What follows belongs to an exercise in optimizing a design on an open flow for small area, a short achievable clock period and few clock cycles per item; a production flow would make more cautious choices. Function was checked by simulation only, so behaviour that the tests miss may differ from the original. Power figures rest on the tool's default switching activity, not on a simulated workload.

## flow/flow/run.sh

```bash
#!/bin/bash
# The standard flow, with its timing repair aimed at a period well below the
# clock's and plain buffers on the ports; make's output goes to standard.log,
# each ORFS step's to its own log under orfs/logs.
bash standard.sh SETUP_SLACK_MARGIN=8.0 TNS_END_PERCENT=0 CORE_UTILIZATION=40 CTS_CLUSTER_SIZE=30 CTS_CLUSTER_DIAMETER=60 \
  "BUFFER_PORTS_ARGS=-buffer_cell sky130_fd_sc_hd__buf_2" finish > standard.log 2>&1
```

## flow/standard.sh

```bash
#!/bin/bash
# synth_recipe.tcl (not shown) runs the flow's synth.tcl, then flattens the netlist and writes it again
# the make line also repeats each setting of config.mk as NAME=value (left out here)
make -C /OpenROAD-flow-scripts/flow DESIGN_CONFIG=/design/flow/config.mk WORK_HOME=/design/flow/orfs CLKGATE_MAP_FILE= SYNTH_SCRIPT=/design/flow/synth_recipe.tcl "${@:-finish}"
```

## flow/config.mk

```make
export PLATFORM = sky130hd
export DESIGN_NAME = vec_normalize
export DESIGN_NICKNAME = vec_normalize
export VERILOG_FILES = /design/flow/design.v
export SDC_FILE = /design/flow/constraint.sdc
export NUM_CORES = 4
export LEC_CHECK = 0
export CAP_MARGIN = 20
export CORE_MARGIN = 2
export CORE_UTILIZATION = 40
export SLEW_MARGIN = 20
```

## flow/constraint.sdc

```tcl
create_clock -name core_clock -period 11.0 [get_ports {clk}]
set_input_delay 2.2000 -clock core_clock [delete_from_list [all_inputs] [get_ports {clk}]]
set_output_delay 2.2000 -clock core_clock [all_outputs]
set_load 0.01 [all_outputs]
```

## flow/design.v

```verilog
module vec_normalize (
  input  logic               clk,
  input  logic               rst,
  input  logic               in_valid,
  output logic               in_ready,
  input  logic signed [27:0] real_1,
  input  logic signed [27:0] imag_1,
  input  logic signed [27:0] real_2,
  input  logic signed [27:0] imag_2,
  input  logic signed [55:0] norm_in,
  output logic               out_valid,
  input  logic               out_ready,
  output logic signed [27:0] q_real_1,
  output logic signed [27:0] q_imag_1,
  output logic signed [27:0] q_real_2,
  output logic signed [27:0] q_imag_2,
  output logic               div_zero,
  output logic               sat
);
  function automatic logic [56:0] bk_add(input logic [55:0] a, input logic [55:0] b, input logic ci);
    logic [56:0] g, p;
    logic [55:0] s;
    g = {a & b, ci};
    p = {a ^ b, 1'b0};
    for (int l = 0; l < 6; l++)
      for (int i = 0; i <= 56; i++)
        if (((i + 1) % (2 << l)) == 0 && i >= (1 << l)) begin
          g[i] = g[i] | (p[i] & g[i - (1 << l)]);
          p[i] = p[i] & p[i - (1 << l)];
        end
    for (int l = 5; l >= 0; l--)
      for (int i = 0; i <= 56; i++)
        if (((i + 1) % (2 << l)) == (1 << l) && i >= (2 << l))
          g[i] = g[i] | (p[i] & g[i - (1 << l)]);
    s = a ^ b ^ g[55:0];
    bk_add = {g[56], s};
  endfunction
  logic [1:0]  sidx;       
  logic [1:0]  sidx_n;
  logic [1:0]  ycnt;       
  logic        acc;        
  logic [26:0] s_a;        
  logic        s_sg;
  logic [45:0] ys, yc;     
  logic        y_sg;
  logic [27:0] xsel;
  logic [45:0] mys, myc;    
  logic [56:0] msum;       
  logic        yok, load;
  logic        itag;       
  assign sidx_n = load ? sidx + 2'd1 : sidx;
  always_comb begin
    case (sidx_n)
      2'd0: xsel = real_1;
      2'd1: xsel = imag_1;
      2'd2: xsel = real_2;
      default: xsel = imag_2;
    endcase
  end
  logic cs1, cs2, cs3, cs4, cs5, cs6, cs7, cs8, cs9, cs10, cs11, cs12, cs13, cs14, cs15, cs16, cs17, cs18, cs19, cs20, cs21, cs22, cs23, cs24, cs25, cs26, cs27, cs28, cs29, cs30, cs31, cs32, cs33, cs34, cs35, cs36, cs37, cs38, cs39, cs40, cs41, cs42, cs43, cs44, cs45, cs46, cs47, cs48, cs49, cs50, cs51, cs52, cs53, cs54, cs55, cs56, cs57, cs58, cs59, cs60, cs61, cs62, cs63, cs64, cs65, cs66, cs67, cs68, cs69, cs70, cs71, cs72, cs73, cs74, cs75, cs76, cs77, cs78, cs79, cs80, cs81, cs82, cs83, cs84, cs85, cs86, cs87, cs88, cs89, cs90, cs91, cs92, cs93, cs94, cs95, cs96, cs97, cs98, cs99, cs100, cs101, cs102, cs103, cs104, cs105, cs106, cs107, cs108, cs109, cs110, cs111, cs112, cs113, cs114, cs115, cs116, cs117, cs118, cs119, cs120, cs121, cs122, cs123, cs124, cs125, cs126, cs127, cs128, cs129, cs130, cs131, cs132, cs133, cs134, cs135, cs136, cs137, cs138, cs139, cs140, cs141, cs142, cs143, cs144, cs145, cs146, cs147, cs148, cs149, cs150, cs151, cs152, cs153, cs154, cs155, cs156, cs157, cs158, cs159, cs160, cs161, cs162, cs163, cs164, cs165, cs166, cs167, cs168, cs169, cs170, cs171, cs172, cs173, cs174, cs175, cs176, cs177, cs178, cs179, cs180, cs181, cs182, cs183, cs184, cs185, cs186, cs187, cs188, cs189, cs190, cs191, cs192, cs193, cs194, cs195, cs196, cs197, cs198, cs199, cs200, cs201, cs202, cs203, cs204, cs205, cs206, cs207, cs208, cs209, cs210, cs211, cs212, cs213, cs214, cs215, cs216, cs217, cs218, cs219, cs220, cs221, cs222, cs223, cs224, cs225, cs226, cs227, cs228, cs229, cs230, cs231, cs232, cs233, cs234, cs235, cs236, cs237, cs238, cs239, cs240, cs241, cs242, cs243, cs244, cs245, cs246, cs247, cs248, cs249, cs250, cs251, cs252, cs253, cs254, cs255, cs256, cs257, cs258, cs259, cs260;
  assign cs1 = s_a[0] ^ s_a[19];
  assign cs2 = s_a[0] & s_a[19];
  assign cs3 = s_a[1] ^ s_a[20];
  assign cs4 = s_a[1] & s_a[20];
  assign cs5 = s_a[2] ^ s_a[21];
  assign cs6 = s_a[2] & s_a[21];
  assign cs7 = s_a[3] ^ s_a[22];
  assign cs8 = s_a[3] & s_a[22];
  assign cs9 = s_a[4] ^ s_a[23];
  assign cs10 = s_a[4] & s_a[23];
  assign cs11 = s_a[5] ^ s_a[24];
  assign cs12 = s_a[5] & s_a[24];
  assign cs13 = s_a[6] ^ s_a[25];
  assign cs14 = s_a[6] & s_a[25];
  assign cs15 = s_a[7] ^ s_a[26];
  assign cs16 = s_a[7] & s_a[26];
  assign cs17 = s_a[11] ^ ~s_a[0];
  assign cs18 = s_a[11] & ~s_a[0];
  assign cs19 = s_a[12] ^ ~s_a[1];
  assign cs20 = s_a[12] & ~s_a[1];
  assign cs21 = s_a[13] ^ ~s_a[2];
  assign cs22 = s_a[13] & ~s_a[2];
  assign cs23 = s_a[14] ^ ~s_a[3];
  assign cs24 = s_a[14] & ~s_a[3];
  assign cs25 = s_a[15] ^ ~s_a[4];
  assign cs26 = s_a[15] & ~s_a[4];
  assign cs27 = s_a[16] ^ ~s_a[5];
  assign cs28 = s_a[16] & ~s_a[5];
  assign cs29 = s_a[17] ^ ~s_a[0] ^ ~s_a[6];
  assign cs30 = (s_a[17] & ~s_a[0]) | (s_a[17] & ~s_a[6]) | (~s_a[0] & ~s_a[6]);
  assign cs31 = ~s_a[8] ^ ~s_a[12];
  assign cs32 = ~s_a[8] & ~s_a[12];
  assign cs33 = s_a[18] ^ ~s_a[1] ^ ~s_a[7];
  assign cs34 = (s_a[18] & ~s_a[1]) | (s_a[18] & ~s_a[7]) | (~s_a[1] & ~s_a[7]);
  assign cs35 = ~s_a[9] ^ ~s_a[13];
  assign cs36 = ~s_a[9] & ~s_a[13];
  assign cs37 = ~s_a[2] ^ ~s_a[8] ^ ~s_a[10];
  assign cs38 = (~s_a[2] & ~s_a[8]) | (~s_a[2] & ~s_a[10]) | (~s_a[8] & ~s_a[10]);
  assign cs39 = ~s_a[14] ^ s_sg ^ cs1;
  assign cs40 = (~s_a[14] & s_sg) | (~s_a[14] & cs1) | (s_sg & cs1);
  assign cs41 = ~s_a[3] ^ ~s_a[9] ^ ~s_a[11];
  assign cs42 = (~s_a[3] & ~s_a[9]) | (~s_a[3] & ~s_a[11]) | (~s_a[9] & ~s_a[11]);
  assign cs43 = ~s_a[15] ^ cs2 ^ cs3;
  assign cs44 = (~s_a[15] & cs2) | (~s_a[15] & cs3) | (cs2 & cs3);
  assign cs45 = ~s_a[4] ^ ~s_a[10] ^ ~s_a[12];
  assign cs46 = (~s_a[4] & ~s_a[10]) | (~s_a[4] & ~s_a[12]) | (~s_a[10] & ~s_a[12]);
  assign cs47 = ~s_a[16] ^ cs4 ^ cs5;
  assign cs48 = (~s_a[16] & cs4) | (~s_a[16] & cs5) | (cs4 & cs5);
  assign cs49 = ~s_a[5] ^ ~s_a[11] ^ ~s_a[13];
  assign cs50 = (~s_a[5] & ~s_a[11]) | (~s_a[5] & ~s_a[13]) | (~s_a[11] & ~s_a[13]);
  assign cs51 = ~s_a[17] ^ cs6 ^ cs7;
  assign cs52 = (~s_a[17] & cs6) | (~s_a[17] & cs7) | (cs6 & cs7);
  assign cs53 = ~s_a[6] ^ ~s_a[12] ^ ~s_a[14];
  assign cs54 = (~s_a[6] & ~s_a[12]) | (~s_a[6] & ~s_a[14]) | (~s_a[12] & ~s_a[14]);
  assign cs55 = ~s_a[18] ^ cs8 ^ cs9;
  assign cs56 = (~s_a[18] & cs8) | (~s_a[18] & cs9) | (cs8 & cs9);
  assign cs57 = ~s_a[7] ^ ~s_a[13] ^ ~s_a[15];
  assign cs58 = (~s_a[7] & ~s_a[13]) | (~s_a[7] & ~s_a[15]) | (~s_a[13] & ~s_a[15]);
  assign cs59 = ~s_a[19] ^ cs10 ^ cs11;
  assign cs60 = (~s_a[19] & cs10) | (~s_a[19] & cs11) | (cs10 & cs11);
  assign cs61 = ~s_a[8] ^ ~s_a[14] ^ ~s_a[16];
  assign cs62 = (~s_a[8] & ~s_a[14]) | (~s_a[8] & ~s_a[16]) | (~s_a[14] & ~s_a[16]);
  assign cs63 = ~s_a[20] ^ cs12 ^ cs13;
  assign cs64 = (~s_a[20] & cs12) | (~s_a[20] & cs13) | (cs12 & cs13);
  assign cs65 = ~s_a[9] ^ ~s_a[15] ^ ~s_a[17];
  assign cs66 = (~s_a[9] & ~s_a[15]) | (~s_a[9] & ~s_a[17]) | (~s_a[15] & ~s_a[17]);
  assign cs67 = ~s_a[21] ^ cs14 ^ cs15;
  assign cs68 = (~s_a[21] & cs14) | (~s_a[21] & cs15) | (cs14 & cs15);
  assign cs69 = s_a[8] ^ ~s_a[10] ^ ~s_a[16];
  assign cs70 = (s_a[8] & ~s_a[10]) | (s_a[8] & ~s_a[16]) | (~s_a[10] & ~s_a[16]);
  assign cs71 = ~s_a[18] ^ ~s_a[22] ^ cs16;
  assign cs72 = (~s_a[18] & ~s_a[22]) | (~s_a[18] & cs16) | (~s_a[22] & cs16);
  assign cs73 = s_a[9] ^ ~s_a[11] ^ ~s_a[17];
  assign cs74 = (s_a[9] & ~s_a[11]) | (s_a[9] & ~s_a[17]) | (~s_a[11] & ~s_a[17]);
  assign cs75 = ~s_a[19] ^ ~s_a[23];
  assign cs76 = ~s_a[19] & ~s_a[23];
  assign cs77 = s_a[10] ^ ~s_a[12] ^ ~s_a[18];
  assign cs78 = (s_a[10] & ~s_a[12]) | (s_a[10] & ~s_a[18]) | (~s_a[12] & ~s_a[18]);
  assign cs79 = ~s_a[20] ^ ~s_a[24];
  assign cs80 = ~s_a[20] & ~s_a[24];
  assign cs81 = s_a[11] ^ ~s_a[13] ^ ~s_a[19];
  assign cs82 = (s_a[11] & ~s_a[13]) | (s_a[11] & ~s_a[19]) | (~s_a[13] & ~s_a[19]);
  assign cs83 = ~s_a[21] ^ ~s_a[25];
  assign cs84 = ~s_a[21] & ~s_a[25];
  assign cs85 = s_a[12] ^ ~s_a[14] ^ ~s_a[20];
  assign cs86 = (s_a[12] & ~s_a[14]) | (s_a[12] & ~s_a[20]) | (~s_a[14] & ~s_a[20]);
  assign cs87 = ~s_a[22] ^ ~s_a[26];
  assign cs88 = ~s_a[22] & ~s_a[26];
  assign cs89 = s_a[13] ^ ~s_a[15] ^ ~s_a[21];
  assign cs90 = (s_a[13] & ~s_a[15]) | (s_a[13] & ~s_a[21]) | (~s_a[15] & ~s_a[21]);
  assign cs91 = ~s_a[23] ^ 1'b1;
  assign cs92 = ~s_a[23] & 1'b1;
  assign cs93 = s_a[14] ^ ~s_a[16] ^ ~s_a[22];
  assign cs94 = (s_a[14] & ~s_a[16]) | (s_a[14] & ~s_a[22]) | (~s_a[16] & ~s_a[22]);
  assign cs95 = ~s_a[24] ^ 1'b1;
  assign cs96 = ~s_a[24] & 1'b1;
  assign cs97 = s_a[15] ^ ~s_a[17] ^ ~s_a[23];
  assign cs98 = (s_a[15] & ~s_a[17]) | (s_a[15] & ~s_a[23]) | (~s_a[17] & ~s_a[23]);
  assign cs99 = ~s_a[25] ^ 1'b1;
  assign cs100 = ~s_a[25] & 1'b1;
  assign cs101 = s_a[16] ^ ~s_a[18] ^ ~s_a[24];
  assign cs102 = (s_a[16] & ~s_a[18]) | (s_a[16] & ~s_a[24]) | (~s_a[18] & ~s_a[24]);
  assign cs103 = ~s_a[26] ^ 1'b1;
  assign cs104 = ~s_a[26] & 1'b1;
  assign cs105 = s_a[17] ^ ~s_a[19];
  assign cs106 = s_a[17] & ~s_a[19];
  assign cs107 = s_a[18] ^ ~s_a[20];
  assign cs108 = s_a[18] & ~s_a[20];
  assign cs109 = s_a[9] ^ ~s_a[0];
  assign cs110 = s_a[9] & ~s_a[0];
  assign cs111 = s_a[10] ^ ~s_a[1];
  assign cs112 = s_a[10] & ~s_a[1];
  assign cs113 = ~s_a[2] ^ ~s_a[6] ^ ~s_sg;
  assign cs114 = (~s_a[2] & ~s_a[6]) | (~s_a[2] & ~s_sg) | (~s_a[6] & ~s_sg);
  assign cs115 = ~s_a[3] ^ ~s_a[7] ^ cs18;
  assign cs116 = (~s_a[3] & ~s_a[7]) | (~s_a[3] & cs18) | (~s_a[7] & cs18);
  assign cs117 = ~s_a[4] ^ ~s_a[8] ^ cs20;
  assign cs118 = (~s_a[4] & ~s_a[8]) | (~s_a[4] & cs20) | (~s_a[8] & cs20);
  assign cs119 = ~s_a[5] ^ ~s_a[9] ^ cs22;
  assign cs120 = (~s_a[5] & ~s_a[9]) | (~s_a[5] & cs22) | (~s_a[9] & cs22);
  assign cs121 = ~s_a[6] ^ ~s_a[10] ^ cs24;
  assign cs122 = (~s_a[6] & ~s_a[10]) | (~s_a[6] & cs24) | (~s_a[10] & cs24);
  assign cs123 = ~s_a[7] ^ ~s_a[11] ^ cs26;
  assign cs124 = (~s_a[7] & ~s_a[11]) | (~s_a[7] & cs26) | (~s_a[11] & cs26);
  assign cs125 = ~s_sg ^ cs28 ^ cs29;
  assign cs126 = (~s_sg & cs28) | (~s_sg & cs29) | (cs28 & cs29);
  assign cs127 = cs30 ^ cs32 ^ cs33;
  assign cs128 = (cs30 & cs32) | (cs30 & cs33) | (cs32 & cs33);
  assign cs129 = cs34 ^ cs36 ^ cs37;
  assign cs130 = (cs34 & cs36) | (cs34 & cs37) | (cs36 & cs37);
  assign cs131 = cs38 ^ cs40 ^ cs41;
  assign cs132 = (cs38 & cs40) | (cs38 & cs41) | (cs40 & cs41);
  assign cs133 = cs42 ^ cs44 ^ cs45;
  assign cs134 = (cs42 & cs44) | (cs42 & cs45) | (cs44 & cs45);
  assign cs135 = cs46 ^ cs48 ^ cs49;
  assign cs136 = (cs46 & cs48) | (cs46 & cs49) | (cs48 & cs49);
  assign cs137 = cs50 ^ cs52 ^ cs53;
  assign cs138 = (cs50 & cs52) | (cs50 & cs53) | (cs52 & cs53);
  assign cs139 = cs54 ^ cs56 ^ cs57;
  assign cs140 = (cs54 & cs56) | (cs54 & cs57) | (cs56 & cs57);
  assign cs141 = cs58 ^ cs60 ^ cs61;
  assign cs142 = (cs58 & cs60) | (cs58 & cs61) | (cs60 & cs61);
  assign cs143 = cs62 ^ cs64 ^ cs65;
  assign cs144 = (cs62 & cs64) | (cs62 & cs65) | (cs64 & cs65);
  assign cs145 = cs66 ^ cs68 ^ cs69;
  assign cs146 = (cs66 & cs68) | (cs66 & cs69) | (cs68 & cs69);
  assign cs147 = cs70 ^ cs72 ^ cs73;
  assign cs148 = (cs70 & cs72) | (cs70 & cs73) | (cs72 & cs73);
  assign cs149 = cs74 ^ cs76 ^ cs77;
  assign cs150 = (cs74 & cs76) | (cs74 & cs77) | (cs76 & cs77);
  assign cs151 = cs78 ^ cs80 ^ cs81;
  assign cs152 = (cs78 & cs80) | (cs78 & cs81) | (cs80 & cs81);
  assign cs153 = cs82 ^ cs84 ^ cs85;
  assign cs154 = (cs82 & cs84) | (cs82 & cs85) | (cs84 & cs85);
  assign cs155 = cs86 ^ cs88 ^ cs89;
  assign cs156 = (cs86 & cs88) | (cs86 & cs89) | (cs88 & cs89);
  assign cs157 = cs90 ^ cs92 ^ cs93;
  assign cs158 = (cs90 & cs92) | (cs90 & cs93) | (cs92 & cs93);
  assign cs159 = cs94 ^ cs96 ^ cs97;
  assign cs160 = (cs94 & cs96) | (cs94 & cs97) | (cs96 & cs97);
  assign cs161 = cs98 ^ cs100 ^ cs101;
  assign cs162 = (cs98 & cs100) | (cs98 & cs101) | (cs100 & cs101);
  assign cs163 = ~s_a[25] ^ cs102 ^ cs104;
  assign cs164 = (~s_a[25] & cs102) | (~s_a[25] & cs104) | (cs102 & cs104);
  assign cs165 = ~s_a[26] ^ 1'b1 ^ cs106;
  assign cs166 = (~s_a[26] & 1'b1) | (~s_a[26] & cs106) | (1'b1 & cs106);
  assign cs167 = s_a[19] ^ ~s_a[21];
  assign cs168 = s_a[19] & ~s_a[21];
  assign cs169 = s_a[20] ^ ~s_a[22];
  assign cs170 = s_a[20] & ~s_a[22];
  assign cs171 = s_a[21] ^ ~s_a[23];
  assign cs172 = s_a[21] & ~s_a[23];
  assign cs173 = s_a[22] ^ ~s_a[24];
  assign cs174 = s_a[22] & ~s_a[24];
  assign cs175 = s_a[23] ^ ~s_a[25];
  assign cs176 = s_a[23] & ~s_a[25];
  assign cs177 = s_a[24] ^ ~s_a[26];
  assign cs178 = s_a[24] & ~s_a[26];
  assign cs179 = s_a[5] ^ ~s_a[0];
  assign cs180 = s_a[5] & ~s_a[0];
  assign cs181 = s_a[6] ^ ~s_a[1];
  assign cs182 = s_a[6] & ~s_a[1];
  assign cs183 = s_a[7] ^ ~s_a[2];
  assign cs184 = s_a[7] & ~s_a[2];
  assign cs185 = s_a[8] ^ ~s_a[3];
  assign cs186 = s_a[8] & ~s_a[3];
  assign cs187 = ~s_a[4] ^ ~s_sg ^ cs109;
  assign cs188 = (~s_a[4] & ~s_sg) | (~s_a[4] & cs109) | (~s_sg & cs109);
  assign cs189 = ~s_a[5] ^ cs110 ^ cs111;
  assign cs190 = (~s_a[5] & cs110) | (~s_a[5] & cs111) | (cs110 & cs111);
  assign cs191 = cs17 ^ cs112 ^ cs113;
  assign cs192 = (cs17 & cs112) | (cs17 & cs113) | (cs112 & cs113);
  assign cs193 = cs19 ^ cs114 ^ cs115;
  assign cs194 = (cs19 & cs114) | (cs19 & cs115) | (cs114 & cs115);
  assign cs195 = cs21 ^ cs116 ^ cs117;
  assign cs196 = (cs21 & cs116) | (cs21 & cs117) | (cs116 & cs117);
  assign cs197 = cs23 ^ cs118 ^ cs119;
  assign cs198 = (cs23 & cs118) | (cs23 & cs119) | (cs118 & cs119);
  assign cs199 = cs25 ^ cs120 ^ cs121;
  assign cs200 = (cs25 & cs120) | (cs25 & cs121) | (cs120 & cs121);
  assign cs201 = cs27 ^ cs122 ^ cs123;
  assign cs202 = (cs27 & cs122) | (cs27 & cs123) | (cs122 & cs123);
  assign cs203 = cs31 ^ cs124 ^ cs125;
  assign cs204 = (cs31 & cs124) | (cs31 & cs125) | (cs124 & cs125);
  assign cs205 = cs35 ^ cs126 ^ cs127;
  assign cs206 = (cs35 & cs126) | (cs35 & cs127) | (cs126 & cs127);
  assign cs207 = cs39 ^ cs128 ^ cs129;
  assign cs208 = (cs39 & cs128) | (cs39 & cs129) | (cs128 & cs129);
  assign cs209 = cs43 ^ cs130 ^ cs131;
  assign cs210 = (cs43 & cs130) | (cs43 & cs131) | (cs130 & cs131);
  assign cs211 = cs47 ^ cs132 ^ cs133;
  assign cs212 = (cs47 & cs132) | (cs47 & cs133) | (cs132 & cs133);
  assign cs213 = cs51 ^ cs134 ^ cs135;
  assign cs214 = (cs51 & cs134) | (cs51 & cs135) | (cs134 & cs135);
  assign cs215 = cs55 ^ cs136 ^ cs137;
  assign cs216 = (cs55 & cs136) | (cs55 & cs137) | (cs136 & cs137);
  assign cs217 = cs59 ^ cs138 ^ cs139;
  assign cs218 = (cs59 & cs138) | (cs59 & cs139) | (cs138 & cs139);
  assign cs219 = cs63 ^ cs140 ^ cs141;
  assign cs220 = (cs63 & cs140) | (cs63 & cs141) | (cs140 & cs141);
  assign cs221 = cs67 ^ cs142 ^ cs143;
  assign cs222 = (cs67 & cs142) | (cs67 & cs143) | (cs142 & cs143);
  assign cs223 = cs71 ^ cs144 ^ cs145;
  assign cs224 = (cs71 & cs144) | (cs71 & cs145) | (cs144 & cs145);
  assign cs225 = cs75 ^ cs146 ^ cs147;
  assign cs226 = (cs75 & cs146) | (cs75 & cs147) | (cs146 & cs147);
  assign cs227 = cs79 ^ cs148 ^ cs149;
  assign cs228 = (cs79 & cs148) | (cs79 & cs149) | (cs148 & cs149);
  assign cs229 = cs83 ^ cs150 ^ cs151;
  assign cs230 = (cs83 & cs150) | (cs83 & cs151) | (cs150 & cs151);
  assign cs231 = cs87 ^ cs152 ^ cs153;
  assign cs232 = (cs87 & cs152) | (cs87 & cs153) | (cs152 & cs153);
  assign cs233 = cs91 ^ cs154 ^ cs155;
  assign cs234 = (cs91 & cs154) | (cs91 & cs155) | (cs154 & cs155);
  assign cs235 = cs95 ^ cs156 ^ cs157;
  assign cs236 = (cs95 & cs156) | (cs95 & cs157) | (cs156 & cs157);
  assign cs237 = cs99 ^ cs158 ^ cs159;
  assign cs238 = (cs99 & cs158) | (cs99 & cs159) | (cs158 & cs159);
  assign cs239 = cs103 ^ cs160 ^ cs161;
  assign cs240 = (cs103 & cs160) | (cs103 & cs161) | (cs160 & cs161);
  assign cs241 = cs105 ^ cs162 ^ cs163;
  assign cs242 = (cs105 & cs162) | (cs105 & cs163) | (cs162 & cs163);
  assign cs243 = cs107 ^ cs164 ^ cs165;
  assign cs244 = (cs107 & cs164) | (cs107 & cs165) | (cs164 & cs165);
  assign cs245 = cs108 ^ cs166 ^ cs167;
  assign cs246 = (cs108 & cs166) | (cs108 & cs167) | (cs166 & cs167);
  assign cs247 = 1'b1 ^ cs168 ^ cs169;
  assign cs248 = (1'b1 & cs168) | (1'b1 & cs169) | (cs168 & cs169);
  assign cs249 = 1'b1 ^ cs170 ^ cs171;
  assign cs250 = (1'b1 & cs170) | (1'b1 & cs171) | (cs170 & cs171);
  assign cs251 = 1'b1 ^ cs172 ^ cs173;
  assign cs252 = (1'b1 & cs172) | (1'b1 & cs173) | (cs172 & cs173);
  assign cs253 = 1'b1 ^ cs174 ^ cs175;
  assign cs254 = (1'b1 & cs174) | (1'b1 & cs175) | (cs174 & cs175);
  assign cs255 = 1'b1 ^ cs176 ^ cs177;
  assign cs256 = (1'b1 & cs176) | (1'b1 & cs177) | (cs176 & cs177);
  assign cs257 = s_a[25] ^ cs178;
  assign cs258 = s_a[25] & cs178;
  assign cs259 = s_a[26] ^ 1'b1;
  assign cs260 = s_a[26] & 1'b1;
  assign mys = {cs258, cs256, cs254, cs252, cs250, cs248, cs246, cs244, cs242, cs240, cs238, cs236, cs234, cs232, cs230, cs228, cs226, cs224, cs222, cs220, cs218, cs216, cs214, cs212, cs210, cs208, cs206, cs204, cs202, cs200, cs198, cs196, cs194, cs192, cs190, cs188, cs186, cs184, cs182, cs180, ~s_sg, s_a[4], s_a[3], s_a[2], s_a[1], s_a[0]};
  assign myc = {cs259, cs257, cs255, cs253, cs251, cs249, cs247, cs245, cs243, cs241, cs239, cs237, cs235, cs233, cs231, cs229, cs227, cs225, cs223, cs221, cs219, cs217, cs215, cs213, cs211, cs209, cs207, cs205, cs203, cs201, cs199, cs197, cs195, cs193, cs191, cs189, cs187, cs185, cs183, cs181, cs179, 1'b0, 1'b0, 1'b0, 1'b0, s_sg};
  assign msum = bk_add({10'd0, ys}, {10'd0, yc}, 1'b0);
  assign in_ready = acc;
  assign yok = ~acc & ycnt[1];    
  always_ff @(posedge clk) begin
    s_a  <= xsel[26:0] ^ {27{xsel[27]}};
    s_sg <= xsel[27];
    ys   <= mys;
    yc   <= myc;
    y_sg <= s_sg;
    if (rst) begin
      sidx <= '0;
      ycnt <= '0;
      acc  <= 1'b0;
      itag <= 1'b0;
    end else begin
      if (acc) begin
        if (in_valid) begin
          acc  <= 1'b0;
          ycnt <= '0;
        end
      end else if (load) begin
        sidx <= sidx_n;
        ycnt <= 2'd1;
        if (sidx == 2'd3) begin
          acc  <= 1'b1;
          itag <= ~itag;
        end
      end else if (!in_valid) begin
        ycnt <= '0;
      end else if (!ycnt[1]) begin
        ycnt <= ycnt + 2'd1;
      end
    end
  end
  logic [5:0]  nmsb_in;    
  logic        big_in, dz_in;
  logic [5:0]  nmsb_q;
  logic        big_q, dz_q;
  logic [63:0]  lzv;
  logic [383:0] lzi;
  always_comb begin
    lzv = {10'd0, norm_in[53:0]};
    lzi = '0;
    for (int lv = 0; lv < 6; lv++)
      for (int i = 0; i < (64 >> (lv + 1)); i++) begin
        lzi[6*i +: 6] = lzv[2*i+1] ? (lzi[6*(2*i+1) +: 6] | 6'(1 << lv)) : lzi[6*(2*i) +: 6];
        lzv[i] = lzv[2*i+1] | lzv[2*i];
      end
    nmsb_in = lzi[5:0];
  end
  assign dz_in  = norm_in[55] | (norm_in == '0);
  assign big_in = dz_in | norm_in[54];
  always_ff @(posedge clk) begin
    nmsb_q <= nmsb_in;
    big_q  <= big_in;
    dz_q   <= dz_in;
  end
  logic [1:0]        run, fin, ld, free, xfer, last, satd;
  logic [1:0][4:0]   j;          
  logic [1:0][52:0]  r;          
  logic [1:0][8:0]   l;          
  logic [1:0][15:0]  qp;         
  logic [1:0]        c_sg, c_sat;
  logic [1:0][1:0]   cidx;       
  logic [1:0][53:0]  t, d;
  logic [1:0]        ge, z3, z8, sk3, sk8;
  logic [1:0][15:0]  qp_n;
  logic [1:0][53:0]  nrm;        
  logic [1:0][5:0]   nmsb;       
  logic [1:0]        big, dz, ctag;
  logic [1:0][54:0]  sm;         
  logic [1:0]        wv, wsg, wsat, wdz, wbw, wtag;
  logic              otag;       
  logic [1:0][15:0]  wq;
  logic [1:0][1:0]   widx;
  logic [1:0][16:0]  wdat;
  logic              ov, vfree;
  for (genvar u = 0; u < 2; u++) begin : g_div
    logic [56:0] dsum;
    logic [15:0] mag;
    assign t[u] = {r[u], l[u][8]};
    assign dsum = {3'd0, t[u]} - {3'd0, nrm[u]};
    assign d[u] = dsum[53:0];
    assign ge[u] = ~dsum[55] & ~big[u];    
    always_comb begin
      sm[u][54] = big[u];
      for (int i = 0; i < 54; i++) sm[u][i] = big[u] | (6'(i) <= nmsb[u]);
    end
    always_comb begin
      z3[u] = 1'b1;
      z8[u] = 1'b1;
      for (int i = 0; i < 53; i++) begin
        if (i + 4 <= 54) begin
          if (r[u][i] & ~sm[u][i+4]) z3[u] = 1'b0;
        end else if (r[u][i]) z3[u] = 1'b0;
        if (i + 9 <= 54) begin
          if (r[u][i] & ~sm[u][i+9]) z8[u] = 1'b0;
        end else if (r[u][i]) z8[u] = 1'b0;
      end
    end
    assign sk8[u]  = (j[u] >= 5'd8) & z8[u];
    assign sk3[u]  = ~sk8[u] & (j[u] >= 5'd3) & z3[u];
    assign last[u] = run[u] & (j[u] == 5'd0);
    assign satd[u] = run[u] & ~sk8[u] & ~sk3[u] & (j[u] == 5'd16) & ge[u];
    assign wbw[u]  = wv[u] & ~ov & (wtag[u] == otag);
    assign xfer[u] = (last[u] | fin[u]) & (~wv[u] | wbw[u]);
    assign free[u] = (~run[u] & ~fin[u]) | xfer[u];
    always_comb begin
      qp_n[u] = qp[u];
      if (run[u]) begin
        if (sk8[u])      qp_n[u] = {qp[u][7:0], 8'd0};
        else if (sk3[u]) qp_n[u] = {qp[u][12:0], 3'd0};
        else             qp_n[u] = {qp[u][14:0], ge[u]};
      end
    end
    assign mag = wsat[u] ? 16'hffff : wq[u];
    assign wdat[u] = wsg[u] ? 17'(-{1'b0, mag}) : {1'b0, mag};
    always_ff @(posedge clk) begin
      if (ld[u]) begin
        r[u] <= {7'd0, msum[45:9]};
        l[u] <= msum[8:0];
        j[u] <= 5'd16;
      end else if (sk8[u]) begin
        r[u] <= {r[u][44:0], l[u][8:1]};
        l[u] <= {l[u][0], 8'd0};
        j[u] <= j[u] - 5'd8;
      end else if (sk3[u]) begin
        r[u] <= {r[u][49:0], l[u][8:6]};
        l[u] <= {l[u][5:0], 3'd0};
        j[u] <= j[u] - 5'd3;
      end else begin
        r[u] <= ge[u] ? d[u][52:0] : t[u][52:0];
        l[u] <= {l[u][7:0], 1'b0};
        j[u] <= j[u] - 5'd1;
      end
      qp[u] <= qp_n[u];
      if (satd[u]) c_sat[u] <= 1'b1;
      if (ld[u]) begin
        c_sg[u]  <= y_sg;
        c_sat[u] <= 1'b0;
        cidx[u]  <= sidx;
        ctag[u]  <= itag;
        nrm[u]   <= norm_in[53:0];
        nmsb[u]  <= nmsb_q;
        big[u]   <= big_q;
        dz[u]    <= dz_q;
      end
      if (xfer[u]) begin
        wq[u]   <= qp_n[u];
        wsg[u]  <= c_sg[u];
        wsat[u] <= c_sat[u];
        wdz[u]  <= dz[u];
        widx[u] <= cidx[u];
        wtag[u] <= ctag[u];
      end
      if (rst) begin
        run[u] <= 1'b0;
        fin[u] <= 1'b0;
        wv[u]  <= 1'b0;
      end else begin
        wv[u] <= xfer[u] | (wv[u] & ~wbw[u]);
        if (ld[u]) begin
          run[u] <= 1'b1;
          fin[u] <= 1'b0;
        end else begin
          if (run[u] & (last[u] | satd[u])) run[u] <= 1'b0;
          fin[u] <= satd[u] | ((fin[u] | last[u]) & ~xfer[u]);
        end
      end
    end
  end
  assign ld[0] = yok & free[0];
  assign ld[1] = yok & ~free[0] & free[1];
  assign load  = ld[0] | ld[1];
  logic [3:0][16:0] ob;
  logic [2:0]       wcnt;       
  logic [2:0]       wcnt_n;
  logic             osat, odz;
  assign wcnt_n = wcnt + {2'd0, wbw[0]} + {2'd0, wbw[1]};
  always_ff @(posedge clk) begin
    for (int k = 0; k < 4; k++) begin
      if (wbw[0] & (widx[0] == 2'(k)))      ob[k] <= wdat[0];
      else if (wbw[1] & (widx[1] == 2'(k))) ob[k] <= wdat[1];
    end
    if (wbw[0] | wbw[1]) begin
      odz  <= wbw[0] ? wdz[0] : wdz[1];
      osat <= ((wcnt != 3'd0) & osat) | (wbw[0] & wsat[0]) | (wbw[1] & wsat[1]);
    end
    if (rst) begin
      wcnt <= '0;
      ov   <= 1'b0;
      otag <= 1'b0;
    end else if (ov) begin
      if (out_ready) begin
        ov   <= 1'b0;
        wcnt <= '0;
        otag <= ~otag;
      end
    end else begin
      wcnt <= wcnt_n;
      ov   <= wcnt_n[2];
    end
  end
  assign out_valid = ov;
  assign q_real_1  = {{11{ob[0][16]}}, ob[0]};
  assign q_imag_1  = {{11{ob[1][16]}}, ob[1]};
  assign q_real_2  = {{11{ob[2][16]}}, ob[2]};
  assign q_imag_2  = {{11{ob[3][16]}}, ob[3]};
  assign div_zero  = odz;
  assign sat       = osat;
endmodule
```

==> flow_summary.yaml, run 1 <==
floorplan:
  dieArea_sq_um: 92500
  die_w_microns: 304
  initial_core_util_pct: 40.2
  die_h_microns: 304
  core_sq_um: 89700
  std_cell_rows: 110
  io_pins: 288
grt:
  grt_antenna_before_repair: 7
  grt_pass1_wl_mm: 192
  grt_max_degree: 68
  grt-busiest-layer: "met2"
  use_met2_pct: 44.5
  grt-ovfl-total: 0
  use_met1_pct: 35.4
  gr-usage-met3_pct: 3.79
  grt_pass1_vias: 30027
  grt.total_usage_pct: 27.2
clock_tree:
  clk-insertion-delay-late_ns: 0.66
  cts.sinks: 555
  cts_root_buf: "clkbuf_16"
  holdBufCountCts: 0
  ctsHtreeMaxLevel: 2
  numCtsBuffers: 55
  clk_pin_slew_ns: 0.09
  cts_buffer_depth: 3
  cts_tree: "done"
finish:
  drive_gt1_share_pct: 19.1
  syn_to_final_growth_pct: 17.6
  layout.nets: 4592
power_and_ir_drop:
  internal-power_w: 0.00588
  switching_power_w: 0.00515
  p_sw_share_pct: 46.7
  worst_ir_drop_vdd_v: 0.000146
  p_per_area_nw_per_um2: 260
  pwr-share-comb_pct: 49.8
  clkPwrFrac_pct: 19.4
  seq_power_share_pct: 30.8
  p_leak_nw: 18.0
logic_synthesis:
  syn_area_sq_um: 36100
  yosysWarnings: 1
  ys.flop_type: "dfxtp_1"
  syn_inst: 3865
  synth_nets: 4348
  yosysTopAreaCellShare_pct: 20.5
  async_flop_share_pct: 0
  synth_cell_type_count: 99
  ys_seq_area_share_pct: 37.6
  synth_edf_count: 246
  ys_ff_latch: 555
  syn_avg_cell_area_sq_um: 9.33
  yosys-top-cells-area: "edfxtp_1 (20%), dfxtp_1 (17%), ha_1 (7.1%), fa_1 (5.9%), a21oi_1 (4.7%)"
  synth_top_cell_by_area: "edfxtp_1"
timing:
  finalSetupViolCount: 0
  min_period_over_period_pct: 32.5
  post-route-min-period_ns: 3.58
  relSlewSlack_pct: 32.5
  finalClockSkew_ns: 0.0470
  final.setup.worst_slack_ns: 7.42
  fmax_mhz: 279
  slew_viol_final: 0
  tightest_slew_ns: 1.00
  finalHoldViolCount: 0
  rsz0062_at_grt: "true"
  fin_setup_tns_ns: 0
detailed_routing:
  wl_per_cell_microns: 24.6
  drcViolationCount: 0
  routed-via-count: 31711
  first_iter_violations: 2983
  ant_nets: 0
  first_pass_iters: 8
  viasPerCell: 5.94
  routed_wl_mm: 132
setup_path:
  cp_data_arrival_time_ns: 4.16
  path_buf_inv: 6
  setup.worst_path.end_class: "flip-flop"
  cp_top_family: "compound AO/OA/AOI/OAI gates"
  cp_max_fo: 8
  crit_path_max_incr_delay_ns: 0.40
  start_kind: "flip-flop"
  path_cells: "inv_1, ha_4, and3_4, a221o_1, a21oi_4, a2111oi_4, buf_4, o2111ai_4, a31oi_4, nor3_4, buf_6, buf_12, clkinv_16, buf_8, and3_1, mux2_2, nor2_1"
  crit_required_ns: 11.58
  cp_slowest_cell: "a221o_1"
  critPathKind: "reg -> reg"
placement:
  preCtsSetupSlack_ns: 6.27
  io_buffers: 287
  dp_hpwl_mm: 95.6
  gp_congestion: 0.984
run_status:
  outcome: "no timing/DRC/antenna violations"
worst_hold_path:
  hp-class: "reg -> reg"
job:
  cap_violations: 0
## cell type report
cell class,count,area (sq um)
multi-input cells,2743,21000
repair inverters,1,5.00
repair buffers,420,2860
clock inverters,48,706
clock buffers,55,1380
fillers,8575,47300
inverters,333,1320
flip-flops and latches,555,13600
well taps,1176,1470
diodes,6,15.0
## Yosys cell counts, drive strengths merged, types with 77 or more instances
library cell / n
nand2: 259
nor3: 77
buf: 141
a21o: 82
mux2i: 93
inv: 332
edfxtp: 246
nor2: 307
o21ai: 242
xor2: 94
clkbuf: 98
dfxtp: 309
ha: 204
fa: 107
a21oi: 340
## sequential cells by signal (all words and copies together) (netlist names), 6 cells and up
name / flops
s_a: 27
wq: 32
j: 10
yc: 42
r: 106
ys: 46
qp: 32
nrm: 108
nmsb_q: 6
ob: 68
nmsb: 12
l: 18
## power groups by stage
stage,Clock (W),Sequential (W),Combinational [W]
final,0.00214,0.00340,0.00549
after global routing,0.00225,0.00343,0.00596
after CTS,0.00217,0.00333,0.00521
after detailed placement,0,0.00337,0.00493
after global placement,0,0.00337,0.00490
after floorplan,0,0.00302,0.00336
## path summary, 6_finish.rpt
check        startpoint  endpoint  slack [ns]  cells after the start
max             nrm[65]    r[105]        7.42                     17
min              s_a[0]     ys[0]        0.42                      0
max reg2reg     nrm[65]    r[105]        7.42                     17
min reg2reg      s_a[0]     ys[0]        0.42                      0
## placed cells by master, fill, tap and decap left out, types with 29 or more instances in the layout
master / count
a21oi_1: 327
inv_1: 320
nor2_1: 294
buf_2: 291
dfxtp_1: 270
nand2_1: 251
edfxtp_1: 246
o21ai_0: 194
ha_1: 190
fa_1: 103
xor2_1: 93
mux2i_1: 91
buf_4: 90
a21o_1: 82
o211ai_1: 76
nor3_1: 68
nand3_1: 63
xnor2_1: 61
o22ai_1: 60
clkbuf_16: 57
nand2b_1: 43
o21ai_1: 43
a31oi_1: 42
dfxtp_2: 37
a221oi_1: 32
nand4_1: 30
and3_1: 30
o21bai_1: 30
mux4_2: 29
## worst register-to-register path: cells and delay by family (launching register included)
kind / cells / cell delay (ns)
AND/OR/NAND/NOR: 4 / 0.72
multiplexers: 1 / 0.25
AO/OA/AOI/OAI: 5 / 1.11
adder cells (fa/ha/maj): 1 / 0.23
buffers and inverters: 6 / 0.83
flip-flops: 1 / 0.38
## per-layer routing
layer,share of wire [%],vias up
met4,5.3,2
li1,-,14519
met5,0.0099,-
met1,41,15280
met3,8.0,315
met2,46,1595
## metrics by stage
step | hold WS (ns) | utilization (%) | power [W] | area [sq um] | instances
2_1_floorplan | 0.355 | - | 0.00638 | 36100 | 3865
3_3_place_gp | 0.402 | 42.4 | 0.00827 | 38100 | 5120
3_5_place_dp | 0.405 | 42.4 | 0.00831 | 38100 | 5120
4_1_cts | 0.411 | 46.3 | 0.0107 | 41600 | 5294
5_1_grt | 0.421 | 47.2 | 0.0116 | 42400 | 5332
6_report | 0.419 | 47.2 | 0.0110 | 42400 | 5337
## timing repair
action	in CTS	in global routing
cloned	11	3
setup endpoints to repair	501	466
setup buffers	60	34
pin swaps	24	42
resized for setup	148	136
## logic make-up (layout without fill, tap and decap cells)
family | count (synthesis) | in the layout | synth area share (%)
AO/OA/AOI/OAI | 1181 | 1184 | 21.1
XOR/XNOR | 160 | 161 | 3.91
adder cells (fa/ha/maj) | 318 | 318 | 13.2
buffers and inverters | 572 | 857 | 6.95
flip-flops | 555 | 555 | 37.6
multiplexers | 139 | 140 | 4.89
other | 0 | 6 | 0
AND/OR/NAND/NOR | 940 | 940 | 12.2
Testbench counts, summed over its fixed seeds: cycles 9,352, items 512.
==> inputs of run 2 (changes only) <==
==> flow/flow/run.sh (replaced) <==
#!/bin/bash
# The standard flow, with its timing repair aimed at a period well below the
# clock's and plain buffers on the ports; make's output goes to standard.log,
# each ORFS step's to its own log under orfs/logs.
bash standard.sh SETUP_SLACK_MARGIN=8.5 TNS_END_PERCENT=0 CORE_UTILIZATION=40 CTS_CLUSTER_SIZE=30 CTS_CLUSTER_DIAMETER=60 \
  "BUFFER_PORTS_ARGS=-buffer_cell sky130_fd_sc_hd__buf_2" finish > standard.log 2>&1
==> flow_summary.yaml, run 2 <==
power_and_ir_drop:
  seq_power_share_pct: 30.8
  p_sw_share_pct: 46.7
  p_per_area_nw_per_um2: 260
  switching_power_w: 0.00515
  worst_ir_drop_vdd_v: 0.000146
  internal-power_w: 0.00588
  p_leak_nw: 18.0
  pwr-share-comb_pct: 49.8
  clkPwrFrac_pct: 19.4
timing:
  post-route-min-period_ns: 3.58
  final.setup.worst_slack_ns: 7.42
  fin_setup_tns_ns: 0
  min_period_over_period_pct: 32.5
  finalSetupViolCount: 0
  finalClockSkew_ns: 0.0470
  fmax_mhz: 279
  finalHoldViolCount: 0
  slew_viol_final: 0
  rsz0062_at_grt: "true"
  tightest_slew_ns: 1.00
  relSlewSlack_pct: 32.5
logic_synthesis:
  synth_cell_type_count: 99
  ys.flop_type: "dfxtp_1"
  synth.most_common_cell: "a21oi_1"
  synth_nets: 4348
  ys_seq_area_share_pct: 37.6
  synth_top_cell_by_area: "edfxtp_1"
  synth_edf_count: 246
  async_flop_share_pct: 0
  yosys-top-cells-area: "edfxtp_1 (20%), dfxtp_1 (17%), ha_1 (7.1%), fa_1 (5.9%), a21oi_1 (4.7%)"
  syn_inst: 3865
  ys_ff_latch: 555
  yosysWarnings: 1
  syn_area_sq_um: 36100
  yosysTopAreaCellShare_pct: 20.5
  yosys-top-cells-count: "a21oi_1 (340), inv_1 (327), dfxtp_1 (309), nor2_1 (304), nand2_1 (257)"
  syn_avg_cell_area_sq_um: 9.33
detailed_routing:
  wl_per_cell_microns: 24.6
  ant_nets: 0
  routed-via-count: 31711
  drcViolationCount: 0
  routed_wl_mm: 132
  first_iter_violations: 2983
  first_pass_iters: 8
  viasPerCell: 5.94
setup_path:
  cp_max_fo: 8
  critPathKind: "reg -> reg"
  cp_slowest_cell: "a221o_1"
  setup.worst_path.end_class: "flip-flop"
  cp_data_arrival_time_ns: 4.16
  r2r_start: "nrm[65]"
  worstReg2RegEnd: "r[105]"
  crit_path_max_incr_delay_ns: 0.40
  path_cells: "inv_1, ha_4, and3_4, a221o_1, a21oi_4, a2111oi_4, buf_4, o2111ai_4, a31oi_4, nor3_4, buf_6, buf_12, clkinv_16, buf_8, and3_1, mux2_2, nor2_1"
  reg2regPathDepth: 17
  start_kind: "flip-flop"
  reg2reg_slack_ns: 7.42
  crit_required_ns: 11.58
grt:
  grt_pass1_vias: 30027
  grt_antenna_before_repair: 7
  grt_max_degree: 68
  grt_pass1_wl_mm: 192
  grt-ovfl-total: 0
  grt.total_usage_pct: 27.2
finish:
  final_common_cell: "a21oi_1"
  largestRegisters: "nrm (108), r (106), ob (68)"
  fin_cells: 5337
  top_register: "nrm"
  largest_register_ff_count: 108
  drive_gt1_share_pct: 19.1
  design_area_sq_um: 42400
  multiInputGateArea_sq_um: 21000
  syn_to_final_growth_pct: 17.6
  post-route-util_pct: 47.2
  final_cell_mix: "a21oi_1 (327), inv_1 (320), nor2_1 (294), buf_2 (291), dfxtp_1 (270)"
  fillerInstances: 8575
  seqCellArea_sq_um: 13600
  layout.nets: 4592
clock_tree:
  cts_root_buf: "clkbuf_16"
  holdBufCountCts: 0
  cts.sinks: 555
  clk-insertion-delay-late_ns: 0.66
  cts_tree: "done"
  clk_pin_slew_ns: 0.09
  numCtsBuffers: 55
  cts_buffer_depth: 3
  ctsHtreeMaxLevel: 2
placement:
  place_inst: 5120
  io_buffers: 287
  dp_hpwl_mm: 95.6
  place_area_sq_um: 38100
  gp_congestion: 0.984
  preCtsSetupSlack_ns: 6.27
floorplan:
  die_h_microns: 304
  std_cell_rows: 110
  io_pins: 288
  die_w_microns: 304
  core_sq_um: 89700
  initial_core_util_pct: 40.2
  dieArea_sq_um: 92500
worst_hold_path:
  holdCritStartpoint: "s_a[0]"
  hp-class: "reg -> reg"
  holdPathStages: 0
  whs_endpoint: "ys[0]"
run_status:
  outcome: "no timing/DRC/antenna violations"
job:
  cap_violations: 0
==> run 2: power by group through the flow <==
| stage | sequential (W) | clock (W) | combinational (W) |
|---|---|---|---|
| after floorplan | 0.00302 | 0 | 0.00336 |
| after global placement | 0.00337 | 0 | 0.00490 |
| after detailed placement | 0.00337 | 0 | 0.00493 |
| after CTS | 0.00333 | 0.00217 | 0.00521 |
| after global routing | 0.00343 | 0.00225 | 0.00596 |
| final | 0.00340 | 0.00214 | 0.00549 |
==> run 2: cells by family after synthesis <==
logic type | Yosys count | synth area share (%)
AOI/OAI and AO/OA | 1181 | 21.1
xor gates and xnor gates | 160 | 3.91
adders and majority gates | 318 | 13.2
buffers and inverters | 572 | 6.95
DFF | 555 | 37.6
muxes | 139 | 4.89
and+or+nand+nor | 940 | 12.2
==> run 2: worst max path at each step <==
stage	from	to	slack [ns]	cells after the start
after floorplan	norm_in[45]	big_q	7.41	5
after global placement	nmsb[11]	wq[16]	6.07	10
after detailed placement	nmsb[11]	wq[16]	6.27	10
after CTS	ob[67]	q_imag_2[23]	7.44	2
after global routing	nrm[63]	r[105]	7.36	17
final	nrm[65]	r[105]	7.42	17
==> run 2: layout make-up <==
| type | count | share of cell area [%] |
|---|---|---|
| Timing Repair Buffer | 420 | 6.73 |
| Clock buffer | 55 | 3.25 |
| Clock inverter | 48 | 1.66 |
| Timing Repair inverter | 1 | 0.0118 |
| Sequential cell | 555 | 32.1 |
| Tap cell | 1176 | 3.47 |
| Antenna cell | 6 | 0.0354 |
| Multi-Input combinational cell | 2743 | 49.6 |
| Inverter | 333 | 3.10 |
==> run 2: timing repair <==
action,4_1_cts,5_1_grt
endpoints found under the hold margin,0,0
cloned,11,3
resized for setup,148,136
buffers inserted,60,34
setup endpoints to repair,546,571
pin swaps,24,42
==> run 2: routing by layer <==
metal / global-route usage (%) / vias up / wire length (microns)
met5: 0 / - / 13
met4: 13.1 / 2 / 6990
met3: 3.79 / 315 / 10500
met2: 44.5 / 1595 / 60400
met1: 35.4 / 15280 / 53700
li1: - / 14519 / -
==> run 2: worst max-delay path, delay by kind of cell (launching register included) <==
family,cells,cell delay (ns)
AO/OA/AOI/OAI,5,1.11
buffers and inverters,6,0.83
multiplexers,1,0.25
flip-flops,1,0.38
adder cells (fa/ha/maj),1,0.23
AND/OR/NAND/NOR,4,0.72
==> run 2: stage by stage <==
stage               power (W)  hold slack, ns
floorplan             0.00638           0.355
global placement      0.00827           0.402
detailed placement    0.00831           0.405
CTS                    0.0107           0.411
global route           0.0116           0.421
finish                 0.0110           0.419
==> inputs of run 3 (changes only) <==
==> flow/flow/run.sh (replaced) <==
#!/bin/bash
# The standard flow, with its timing repair aimed at a period well below the
# clock's and plain buffers on the ports; make's output goes to standard.log,
# each ORFS step's to its own log under orfs/logs.
bash standard.sh SETUP_SLACK_MARGIN=7.5 TNS_END_PERCENT=20 CORE_UTILIZATION=40 CTS_CLUSTER_SIZE=30 CTS_CLUSTER_DIAMETER=60 \
  "BUFFER_PORTS_ARGS=-buffer_cell sky130_fd_sc_hd__buf_2" finish > standard.log 2>&1
==> flow_summary.yaml, run 3 <==
detailed_routing:
  highest_layer: "met5"
  wl_met2_mm: 59.3
  first_iter_violations: 3004
  ant_nets: 0
  first_pass_iters: 9
  met3_wirelength_mm: 10.3
  viasPerCell: 5.99
  drcViolationCount: 0
  wl_per_cell_microns: 24.6
  routedLengthMet1_mm: 52.9
  routed-via-count: 31910
  routed_wl_mm: 131
run_status:
  outcome: "no timing/DRC/antenna violations"
worst_hold_path:
  holdCritStartpoint: "nmsb_q[0]"
  hp-class: "reg -> reg"
logic_synthesis:
  syn_avg_cell_area_sq_um: 9.33
  ys.flop_type: "dfxtp_1"
  syn_area_sq_um: 36100
  yosysWarnings: 1
  yosys-top-cells-count: "a21oi_1 (340), inv_1 (327), dfxtp_1 (309), nor2_1 (304), nand2_1 (257)"
  syn_inst: 3865
  synth_cell_type_count: 99
  synth_edf_count: 246
  synth.most_common_cell: "a21oi_1"
  synth_top_cell_by_area: "edfxtp_1"
  async_flop_share_pct: 0
  yosysTopAreaCellShare_pct: 20.5
  ys_seq_area_share_pct: 37.6
  yosys-top-cells-area: "edfxtp_1 (20%), dfxtp_1 (17%), ha_1 (7.1%), fa_1 (5.9%), a21oi_1 (4.7%)"
  ys_ff_latch: 555
  synth_nets: 4348
finish:
  fillerInstances: 8482
  largest_register_ff_count: 108
  layout.nets: 4587
  drive_gt1_share_pct: 19.4
  largestRegisters: "nrm (108), r (106), ob (68)"
  design_area_sq_um: 42500
  syn_to_final_growth_pct: 18.0
  final_common_cell: "a21oi_1"
  final_cell_mix: "a21oi_1 (321), inv_1 (319), nor2_1 (299), buf_2 (287), dfxtp_1 (266)"
  top_register: "nrm"
timing:
  fmax_mhz: 279
  finalSetupViolCount: 0
  relSlewSlack_pct: 27.8
  slew_viol_final: 0
  rsz0062_at_grt: "true"
  finalClockSkew_ns: 0.0505
  post-route-min-period_ns: 3.59
  min_period_over_period_pct: 32.6
  fin_setup_tns_ns: 0
  finalHoldViolCount: 0
  tightest_slew_ns: 1.08
setup_path:
  cp_top_family: "flip-flops"
  crit_path_max_incr_delay_ns: 0.53
  crit_start: "ob[33]"
  setup.worst_path.end_class: "output pin"
  path_buf_inv: 1
  cp_slowest_cell: "edfxtp_1"
  path_cells: "buf_2"
  cp_max_fo: 12
  r2r_start: "r[23]"
  cp_data_arrival_time_ns: 1.39
  crit_required_ns: 8.80
  start_kind: "flip-flop"
  critPathKind: "reg -> out"
clock_tree:
  cts_buffer_depth: 3
  cts_root_buf: "clkbuf_16"
  ctsHtreeMaxLevel: 2
  cts.sinks: 555
  numCtsBuffers: 53
  cts_tree: "done"
  clk-insertion-delay-late_ns: 0.66
  clk_pin_slew_ns: 0.08
floorplan:
  die_h_microns: 304
  io_pins: 288
  dieArea_sq_um: 92500
  core_sq_um: 89700
  initial_core_util_pct: 40.2
  std_cell_rows: 110
  die_w_microns: 304
placement:
  io_buffers: 287
  dp_hpwl_mm: 95.4
  gp_congestion: 0.956
  place_area_sq_um: 38000
power_and_ir_drop:
  worst_ir_drop_vdd_v: 0.000173
  p_per_area_nw_per_um2: 262
  p_leak_nw: 18.0
grt:
  grt-ovfl-total: 0
  grt_pass1_wl_mm: 190
  grt_max_degree: 92
  grt.total_usage_pct: 26.9
  grt_antenna_before_repair: 6
  grt_pass1_vias: 30015
job:
  cap_violations: 0
run 3: cell count changes in the layout (fill, tap and decap cells not counted), sizes merged, moves of 2 or more:
cell,delta
clkinv,-2
diode,-2
buf,-11
clkbuf,+7
bufinv,+2
inv,-2
run 3: routing by layer:
metal,global-route usage (%),up-vias
met5,0,-
met4,15.7,4
met3,3.19,354
met2,43.5,1651
met1,34.7,15387
li1,-,14514
run 3: worst register-to-register path, stage by stage, from the launching register on:
cell and delay, ns:
dfxtp_1 0.41, ha_1 0.50, nand4_1 0.16, nor2_1 0.27, nand4_1 0.17, a211oi_2 0.35, o31ai_2 0.14, buf_4 0.18
o311ai_2 0.38, nand2_1 0.18, o31ai_1 0.34, xnor2_1 0.12, o21a_1 0.17, nor3_1 0.15
run 3: through the flow:
| stage | utilization, % | setup WS (ns) | cells | power [W] | hold slack [ns] |
|---|---|---|---|---|---|
| final | 47.4 | 7.41 | 5329 | 0.0112 | 0.408 |
| after floorplan | - | 7.27 | 3865 | 0.00638 | 0.355 |
| after global placement | 42.4 | 6.04 | 5119 | 0.00833 | 0.402 |
| after CTS | 45.9 | 7.33 | 5276 | 0.0107 | 0.406 |
| after global routing | 47.4 | 7.27 | 5325 | 0.0118 | 0.419 |
| after detailed placement | 42.4 | 6.04 | 5119 | 0.00836 | 0.405 |
run 3: where the power goes:
part           internal, W  total, W  leakage, nW  switching (W)
clock network      0.00106   0.00210        0.977        0.00104
registers          0.00263   0.00339         4.84       0.000762
logic              0.00228   0.00567         12.2        0.00339
run 3: path summary, 6_finish.rpt:
kind                                endpoint  slack (ns)  cells after the start
worst max-delay path            q_imag_1[23]        7.41                      1
worst min register to register       nmsb[6]        0.41                      0
worst max register to register         r[49]        7.42                     13
worst min-delay path                 nmsb[6]        0.41                      0
run 3: layout make-up:
class,count,area [sq um],share of cell area (%)
timing repair inverter,1,7.51,0.0176
clock buffer,55,1380,3.23
antenna,4,10.0,0.0235
multi-input combinational,2745,21200,49.8
tap,1176,1470,3.46
sequential,555,13600,32.1
inverter,333,1300,3.06
clock inverter,45,631,1.48
timing repair buffer,415,2900,6.82
run 3: kinds of logic (layout without fill, tap and decap cells):
group / Yosys count / in the layout / share of synthesized area (%)
AO/OA/AOI/OAI: 1181 / 1185 / 21.1
XOR/XNOR: 160 / 161 / 3.91
adder cells (fa/ha/maj): 318 / 318 / 13.2
buffers and inverters: 572 / 849 / 6.95
flip-flops: 555 / 555 / 37.6
multiplexers: 139 / 140 / 4.89
other: 0 / 4 / 0
AND/OR/NAND/NOR: 940 / 941 / 12.2
run 3: repair_timing:
item                       4_1_cts  5_1_grt
pin swaps                       11       35
cloned                          10        9
hold buffers                     0        0
setup endpoints to repair      385      278
resized for setup              120      211
setup buffers                   47       40
==> inputs of run 4 (changes only) <==
==> flow/flow/run.sh (replaced) <==
#!/bin/bash
# The standard flow, with its timing repair aimed at a period well below the
# clock's and plain buffers on the ports; make's output goes to standard.log,
# each ORFS step's to its own log under orfs/logs.
bash standard.sh SETUP_SLACK_MARGIN=7.5 TNS_END_PERCENT=100 CORE_UTILIZATION=55 CTS_CLUSTER_SIZE=30 CTS_CLUSTER_DIAMETER=60 \
  "BUFFER_PORTS_ARGS=-buffer_cell sky130_fd_sc_hd__buf_2" finish > standard.log 2>&1
==> flow_summary.yaml, run 4 <==
run_status:
  outcome: "no timing/DRC/antenna violations"
detailed_routing:
  viasPerCell: 6.68
  wl_per_cell_microns: 27.6
  routed_wl_mm: 140
  first_iter_violations: 4438
  first_pass_iters: 8
  routed-via-count: 33845
  ant_nets: 0
  drcViolationCount: 0
finish:
  fillerInstances: 4960
  largest_register_ff_count: 108
  largestRegisters: "nrm (108), r (106), ob (68)"
  layout.nets: 4650
  top_register: "nrm"
  final_common_cell: "inv_1"
  final_cell_mix: "inv_1 (315), a21oi_1 (293), nor2_1 (279), dfxtp_1 (269), buf_2 (252)"
  drive_gt1_share_pct: 23.3
  syn_to_final_growth_pct: 21.4
grt:
  grt.total_usage_pct: 38.8
  grt_pass1_wl_mm: 198
  grt_antenna_before_repair: 6
  grt_max_degree: 82
  use_met1_pct: 50.5
  gr-usage-met3_pct: 8.77
  grt-ovfl-total: 0
  grt-busiest-layer: "met2"
  grt_pass1_vias: 31472
  use_met2_pct: 60.8
setup_path:
  crit_path_max_incr_delay_ns: 0.44
  cp_data_arrival_time_ns: 4.15
  worst-path-stages: 18
  path_cells: "ha_4, fa_2, nor2b_2, o31a_1, o2111ai_4, a2111oi_4, buf_4, o2111ai_4, a31oi_4, nor3_4, buf_6, buf_12, clkinv_16, buf_12, buf_6, nor2_1, a21oi_1, o21a_1"
  start_kind: "flip-flop"
  reg2regPathDepth: 18
  path_buf_inv: 6
  cp_slowest_cell: "edfxtp_1"
  setup.worst_path.end_class: "flip-flop"
  cp_max_fo: 8
  cp_top_family: "compound AO/OA/AOI/OAI gates"
  crit_required_ns: 11.58
  critPathKind: "reg -> reg"
floorplan:
  dieArea_sq_um: 67600
  core_sq_um: 64600
  io_pins: 288
  std_cell_rows: 93
  initial_core_util_pct: 55.8
  die_h_microns: 260
  die_w_microns: 260
logic_synthesis:
  synth_top_cell_by_area: "edfxtp_1"
  synth_cell_type_count: 99
  async_flop_share_pct: 0
  ys_seq_area_share_pct: 37.6
  yosys-top-cells-area: "edfxtp_1 (20%), dfxtp_1 (17%), ha_1 (7.1%), fa_1 (5.9%), a21oi_1 (4.7%)"
  syn_avg_cell_area_sq_um: 9.33
  yosysWarnings: 1
  syn_inst: 3865
  ys_ff_latch: 555
  synth_edf_count: 246
  synth_nets: 4348
  synth.most_common_cell: "a21oi_1"
  yosys-top-cells-count: "a21oi_1 (340), inv_1 (327), dfxtp_1 (309), nor2_1 (304), nand2_1 (257)"
  yosysTopAreaCellShare_pct: 20.5
  ys.flop_type: "dfxtp_1"
  syn_area_sq_um: 36100
power_and_ir_drop:
  p_per_area_nw_per_um2: 262
  worst_ir_drop_vdd_v: 0.000284
  p_leak_nw: 18.6
clock_tree:
  clk-insertion-delay-late_ns: 0.63
  cts_buffer_depth: 3
  cts_root_buf: "clkbuf_16"
  ctsHtreeMaxLevel: 2
  clk_pin_slew_ns: 0.10
  cts.sinks: 555
  numCtsBuffers: 46
  cts_tree: "done"
  holdBufCountCts: 0
timing:
  post-route-min-period_ns: 3.57
  relSlewSlack_pct: 28.3
  fmax_mhz: 280
  rsz0062_at_grt: "true"
  fin_setup_tns_ns: 0
  min_period_over_period_pct: 32.5
  holdWs_ns: 0.416
  tightest_slew_ns: 1.07
  finalHoldViolCount: 0
  slew_viol_final: 0
  finalClockSkew_ns: 0.0418
  finalSetupViolCount: 0
placement:
  gp_congestion: 0.979
  dp_hpwl_mm: 95.3
  io_buffers: 287
worst_hold_path:
  holdPathStages: 0
  hp-class: "reg -> reg"
job:
  cap_violations: 0
[run 4: cell counts after synthesis]
No cell type changed its count.
[run 4: worst reg2reg max path: stages, from the launching register on]
cell       delay, ns
edfxtp_1        0.44
ha_4            0.20
fa_2            0.36
nor2b_2         0.13
o31a_1          0.23
o2111ai_4       0.20
a2111oi_4       0.40
buf_4           0.19
o2111ai_4       0.15
a31oi_4         0.23
nor3_4          0.07
buf_6           0.15
buf_12          0.15
clkinv_16       0.08
buf_12          0.13
buf_6           0.10
nor2_1          0.03
a21oi_1         0.15
o21a_1          0.12
[run 4: path summary, 6_finish.rpt]
kind	start	endpoint	slack (ns)
setup / recovery	nrm[54]	r[84]	7.43
hold / removal	dz[0]	wdz[0]	0.42
setup reg to reg	nrm[54]	r[84]	7.43
hold reg to reg	dz[0]	wdz[0]	0.42
[run 4: layout make-up]
| class | instances | area, sq um | area share [%] |
|---|---|---|---|
| multi-input cells | 2744 | 22000 | 50.2 |
| flip-flops and latches | 555 | 13600 | 31.1 |
| repair buffers | 486 | 4090 | 9.34 |
| inverters | 333 | 1290 | 2.96 |
| clock buffers | 48 | 1170 | 2.67 |
| well taps | 855 | 1070 | 2.44 |
| clock inverters | 37 | 531 | 1.21 |
| diodes | 6 | 15.0 | 0.0343 |
| repair inverters | 1 | 7.51 | 0.0171 |
[run 4: what timing repair did]
item / in CTS / in global routing
pin swaps: 43 / 119
cloned: 17 / 20
setup buffers: 73 / 75
endpoints found under the setup margin: 390 / 233
resized for setup: 219 / 345
[run 4: per-layer routing]
layer	wire [microns]	vias up
met5	27	-
met4	9270	4
met3	15300	602
met2	62200	2288
met1	53000	16314
li1	-	14637
[run 4: stage by stage]
step / util, % / cell area [sq um] / setup WS (ns) / total power [W] / cells
global route: 67.8 / 43800 / 7.32 / 0.0120 / 5061
floorplan: - / 36100 / 7.41 / 0.00638 / 3865
CTS: 63.9 / 41300 / 7.44 / 0.0106 / 4964
detailed placement: 58.2 / 37600 / 5.88 / 0.00830 / 4789
finish: 67.8 / 43800 / 7.43 / 0.0115 / 5065
global placement: 58.2 / 37600 / 6.01 / 0.00819 / 4789
[run 4: power by group]
| part | internal (W) | total [W] | switching, W | leakage [nW] |
|---|---|---|---|---|
| clock network | 0.000872 | 0.00185 | 0.000980 | 0.819 |
| registers | 0.00263 | 0.00348 | 0.000851 | 4.84 |
| logic | 0.00253 | 0.00614 | 0.00361 | 12.9 |
| total | 0.00604 | 0.0115 | 0.00544 | 18.6 |
[run 4: cell families after synthesis]
family	Yosys count	synth area share [%]
AO/OA/AOI/OAI	1181	21.1
XOR/XNOR	160	3.91
adder cells (fa/ha/maj)	318	13.2
buffers and inverters	572	6.95
flip-flops	555	37.6
multiplexers	139	4.89
AND/OR/NAND/NOR	940	12.2

-- port drivers added, routing unchanged --
Ports are ideal in the flow. The routed layouts listed here were re-timed in OpenROAD.
Step 1 sets driving cells, clkbuf_16 on the clock port and buf_2 on the other inputs (assumed; they add their load-dependent delay and slew).
Step 2 also shifts input and output timing later by t, the mid clock arrival at the registers, as if the neighbouring blocks saw the same clock.
a / b / c = no drivers / after step 1 / after step 2; a / b = the first two.
run | shift t [ns] | slack for setup (ns) | worst hold slack (ns) | clock arrival spread, ns | cell pins on the clock port's net
run 1 | 0.705 | 7.422 / 7.401 / 6.849 | 0.419 / 0.419 / 0.419 | 0.051 / 0.050 | 1
run 2 | 0.705 | 7.422 / 7.401 / 6.849 | 0.419 / 0.419 / 0.419 | 0.051 / 0.050 | 1
run 3 | 0.705 | 7.412 / 7.344 / 6.744 | 0.408 / 0.408 / 0.408 | 0.050 / 0.051 | 1
run 4 | 0.677 | 7.429 / 7.395 / 6.939 | 0.416 / 0.416 / 0.416 | 0.044 / 0.043 | 1
After both steps setup and hold are still met in every run listed. For run 3, which loses most, drivers alone change the setup slack by -0.068 ns; drivers and shift together by -0.668 ns.
